From an optimization exercise on the open Yosys and OpenROAD flow, aimed at small area; shortcuts taken in it are not production practice. Function was checked by simulation only, so behaviour that the tests miss may differ from the original. No activity file was given, so power comes from the tool's default toggle rates.

==> flow/design.v (excerpt) <==
module adc_capture_top (
  input  logic         adc_clk,
  input  logic         dcm_reset,
  input  logic [31:0]  lane,
  input  logic         sync,
  input  logic         overrange,
  input  logic         out_ready,
  output logic [133:0] out_frame,
  output logic         out_valid,
  output logic         overflow
);
==> flow/config.mk <==
export PLATFORM = sky130hd
export DESIGN_NAME = adc_capture_top
export DESIGN_NICKNAME = adc_capture_top
export VERILOG_FILES = /design/flow/design.v
export SDC_FILE = /design/flow/constraint.sdc
export NUM_CORES = 4
export LEC_CHECK = 0
export CAP_MARGIN = 20
export CORE_MARGIN = 2
export CORE_UTILIZATION = 50
export PLACE_DENSITY = 0.7
export SLEW_MARGIN = 20
==> flow/constraint.sdc <==
create_clock -name core_clock -period 5.0 [get_ports {adc_clk}]
set_input_delay 1.0000 -clock core_clock [delete_from_list [all_inputs] [get_ports {adc_clk}]]
set_output_delay 1.0000 -clock core_clock [all_outputs]
set_load 0.01 [all_outputs]
standard.sh (not shown) runs the stock make flow with config.mk's settings and CLKGATE_MAP_FILE= SYNTH_SCRIPT=/design/flow/synth_recipe.tcl, a recipe that flattens the netlist after the stock synthesis.
==> flow/flow/run.sh <==
#!/bin/bash
# Synthesis: the standard flow's synthesis script, except that ABC maps the logic with the area
# script flow/area.abc (registers, their names and cell types are as in the standard
# synthesis). Layout: the standard ORFS flow with buf_1 port buffers, no large signal
# buffers for the resizer, and a clock tree of clkbuf_16 over 30-sink clusters without
# dummy loads.
set -euo pipefail
cd "$(dirname "$0")/.."
W=$PWD
{
  head -n 1 synth_recipe.tcl
  cat <<'TCL'
proc abc {args} {
  set i [lsearch -exact $args -script]
  if {$i >= 0} { set args [lreplace $args [expr {$i + 1}] [expr {$i + 1}] $::env(MY_ABC_SCRIPT)] }
  yosys abc {*}$args
}
TCL
  tail -n +2 synth_recipe.tcl
} > my_synth.tcl
MY_ABC_SCRIPT=$W/flow/area.abc bash standard.sh "SYNTH_SCRIPT=$W/my_synth.tcl" synth > flow_synth.log 2>&1
MY_ABC_SCRIPT=$W/flow/area.abc bash standard.sh "SYNTH_SCRIPT=$W/my_synth.tcl" \
  "DONT_USE_CELLS=sky130_fd_sc_hd__probe_p_8 sky130_fd_sc_hd__probec_p_8 sky130_fd_sc_hd__lpflow_bleeder_1 sky130_fd_sc_hd__lpflow_clkbufkapwr_1 sky130_fd_sc_hd__lpflow_clkbufkapwr_16 sky130_fd_sc_hd__lpflow_clkbufkapwr_2 sky130_fd_sc_hd__lpflow_clkbufkapwr_4 sky130_fd_sc_hd__lpflow_clkbufkapwr_8 sky130_fd_sc_hd__lpflow_clkinvkapwr_1 sky130_fd_sc_hd__lpflow_clkinvkapwr_16 sky130_fd_sc_hd__lpflow_clkinvkapwr_2 sky130_fd_sc_hd__lpflow_clkinvkapwr_4 sky130_fd_sc_hd__lpflow_clkinvkapwr_8 sky130_fd_sc_hd__lpflow_decapkapwr_12 sky130_fd_sc_hd__lpflow_decapkapwr_3 sky130_fd_sc_hd__lpflow_decapkapwr_4 sky130_fd_sc_hd__lpflow_decapkapwr_6 sky130_fd_sc_hd__lpflow_decapkapwr_8 sky130_fd_sc_hd__lpflow_inputiso0n_1 sky130_fd_sc_hd__lpflow_inputiso0p_1 sky130_fd_sc_hd__lpflow_inputiso1n_1 sky130_fd_sc_hd__lpflow_inputiso1p_1 sky130_fd_sc_hd__lpflow_inputisolatch_1 sky130_fd_sc_hd__lpflow_isobufsrc_1 sky130_fd_sc_hd__lpflow_isobufsrc_16 sky130_fd_sc_hd__lpflow_isobufsrc_2 sky130_fd_sc_hd__lpflow_isobufsrc_4 sky130_fd_sc_hd__lpflow_isobufsrc_8 sky130_fd_sc_hd__lpflow_isobufsrckapwr_16 sky130_fd_sc_hd__lpflow_lsbuf_lh_hl_isowell_tap_1 sky130_fd_sc_hd__lpflow_lsbuf_lh_hl_isowell_tap_2 sky130_fd_sc_hd__lpflow_lsbuf_lh_hl_isowell_tap_4 sky130_fd_sc_hd__lpflow_lsbuf_lh_isowell_4 sky130_fd_sc_hd__lpflow_lsbuf_lh_isowell_tap_1 sky130_fd_sc_hd__lpflow_lsbuf_lh_isowell_tap_2 sky130_fd_sc_hd__lpflow_lsbuf_lh_isowell_tap_4  sky130_fd_sc_hd__buf_8 sky130_fd_sc_hd__buf_12 sky130_fd_sc_hd__buf_16" \
  "BUFFER_PORTS_ARGS=-buffer_cell sky130_fd_sc_hd__buf_1" \
  "CTS_ARGS=-sink_clustering_enable -repair_clock_nets -sink_clustering_size 30 -sink_clustering_max_diameter 60 -dont_use_dummy_load -buf_list sky130_fd_sc_hd__clkbuf_16" \
  finish > flow_layout.log 2>&1
Other scripts of this flow, unchanged in this note and not shown: flow/flow/area.abc
==> next run, changes <==
--- a/flow/flow/run.sh
+++ b/flow/flow/run.sh
@@ -3,5 +3,5 @@
 # script flow/area.abc (registers, their names and cell types are as in the standard
 # synthesis). Layout: the standard ORFS flow with buf_1 port buffers, no large signal
-# buffers for the resizer, and a clock tree of clkbuf_16 over 30-sink clusters without
+# buffers for the resizer, and a clock tree of clkbuf_8 over 16-sink clusters without
 # dummy loads.
 set -euo pipefail
@@ -23,4 +23,4 @@
   "DONT_USE_CELLS=sky130_fd_sc_hd__probe_p_8 sky130_fd_sc_hd__probec_p_8 sky130_fd_sc_hd__lpflow_bleeder_1 sky130_fd_sc_hd__lpflow_clkbufkapwr_1 sky130_fd_sc_hd__lpflow_clkbufkapwr_16 sky130_fd_sc_hd__lpflow_clkbufkapwr_2 sky130_fd_sc_hd__lpflow_clkbufkapwr_4 sky130_fd_sc_hd__lpflow_clkbufkapwr_8 sky130_fd_sc_hd__lpflow_clkinvkapwr_1 sky130_fd_sc_hd__lpflow_clkinvkapwr_16 sky130_fd_sc_hd__lpflow_clkinvkapwr_2 sky130_fd_sc_hd__lpflow_clkinvkapwr_4 sky130_fd_sc_hd__lpflow_clkinvkapwr_8 sky130_fd_sc_hd__lpflow_decapkapwr_12 sky130_fd_sc_hd__lpflow_decapkapwr_3 sky130_fd_sc_hd__lpflow_decapkapwr_4 sky130_fd_sc_hd__lpflow_decapkapwr_6 sky130_fd_sc_hd__lpflow_decapkapwr_8 sky130_fd_sc_hd__lpflow_inputiso0n_1 sky130_fd_sc_hd__lpflow_inputiso0p_1 sky130_fd_sc_hd__lpflow_inputiso1n_1 sky130_fd_sc_hd__lpflow_inputiso1p_1 sky130_fd_sc_hd__lpflow_inputisolatch_1 sky130_fd_sc_hd__lpflow_isobufsrc_1 sky130_fd_sc_hd__lpflow_isobufsrc_16 sky130_fd_sc_hd__lpflow_isobufsrc_2 sky130_fd_sc_hd__lpflow_isobufsrc_4 sky130_fd_sc_hd__lpflow_isobufsrc_8 sky130_fd_sc_hd__lpflow_isobufsrckapwr_16 sky130_fd_sc_hd__lpflow_lsbuf_lh_hl_isowell_tap_1 sky130_fd_sc_hd__lpflow_lsbuf_lh_hl_isowell_tap_2 sky130_fd_sc_hd__lpflow_lsbuf_lh_hl_isowell_tap_4 sky130_fd_sc_hd__lpflow_lsbuf_lh_isowell_4 sky130_fd_sc_hd__lpflow_lsbuf_lh_isowell_tap_1 sky130_fd_sc_hd__lpflow_lsbuf_lh_isowell_tap_2 sky130_fd_sc_hd__lpflow_lsbuf_lh_isowell_tap_4  sky130_fd_sc_hd__buf_8 sky130_fd_sc_hd__buf_12 sky130_fd_sc_hd__buf_16" \
   "BUFFER_PORTS_ARGS=-buffer_cell sky130_fd_sc_hd__buf_1" \
-  "CTS_ARGS=-sink_clustering_enable -repair_clock_nets -sink_clustering_size 30 -sink_clustering_max_diameter 60 -dont_use_dummy_load -buf_list sky130_fd_sc_hd__clkbuf_16" \
+  "CTS_ARGS=-sink_clustering_enable -repair_clock_nets -sink_clustering_size 16 -sink_clustering_max_diameter 60 -dont_use_dummy_load -buf_list sky130_fd_sc_hd__clkbuf_8" \
   finish > flow_layout.log 2>&1
Settings changed: CORE_UTILIZATION 50 to 40, PLACE_DENSITY 0.7 to 0.6.
Power goes down by 1.8%; clock power goes down by about 9%; count of clock-buffer cells in the layout goes up by 33; via count goes up by 0.56%; sequential power stays flat; die area goes up by about 25%.

[static timing again, ports no longer ideal]
Ports are ideal in the flow. The routed layouts listed here were re-timed in OpenROAD.
Step 1, drivers: a clkbuf_16 drives adc_clk and a buf_2 each remaining input, both assumed.
Step 2 adds t to the input delays and takes it off the output delays; t is the mean of the earliest and latest rising clock arrival at the registers after step 1. Input paths then give back, and output paths get back, about the clock's delay inside the block.
a / b / c = ideal ports / drivers / drivers and shift; a / b = the first two.
| run | shift t [ns] | setup WS [ns] | hold slack, ns |
|---|---|---|---|
| the first run | 0.704 | 1.268 / 1.268 / 0.874 | 0.284 / 0.284 / 0.284 |
| the second run | 0.754 | 1.362 / 1.362 / 0.837 | 0.287 / 0.287 / 0.287 |
After both steps setup and hold are still met in every run listed. The setup slack of the second run, which loses most, moves by 0.000 ns with the drivers and by -0.525 ns with both steps.
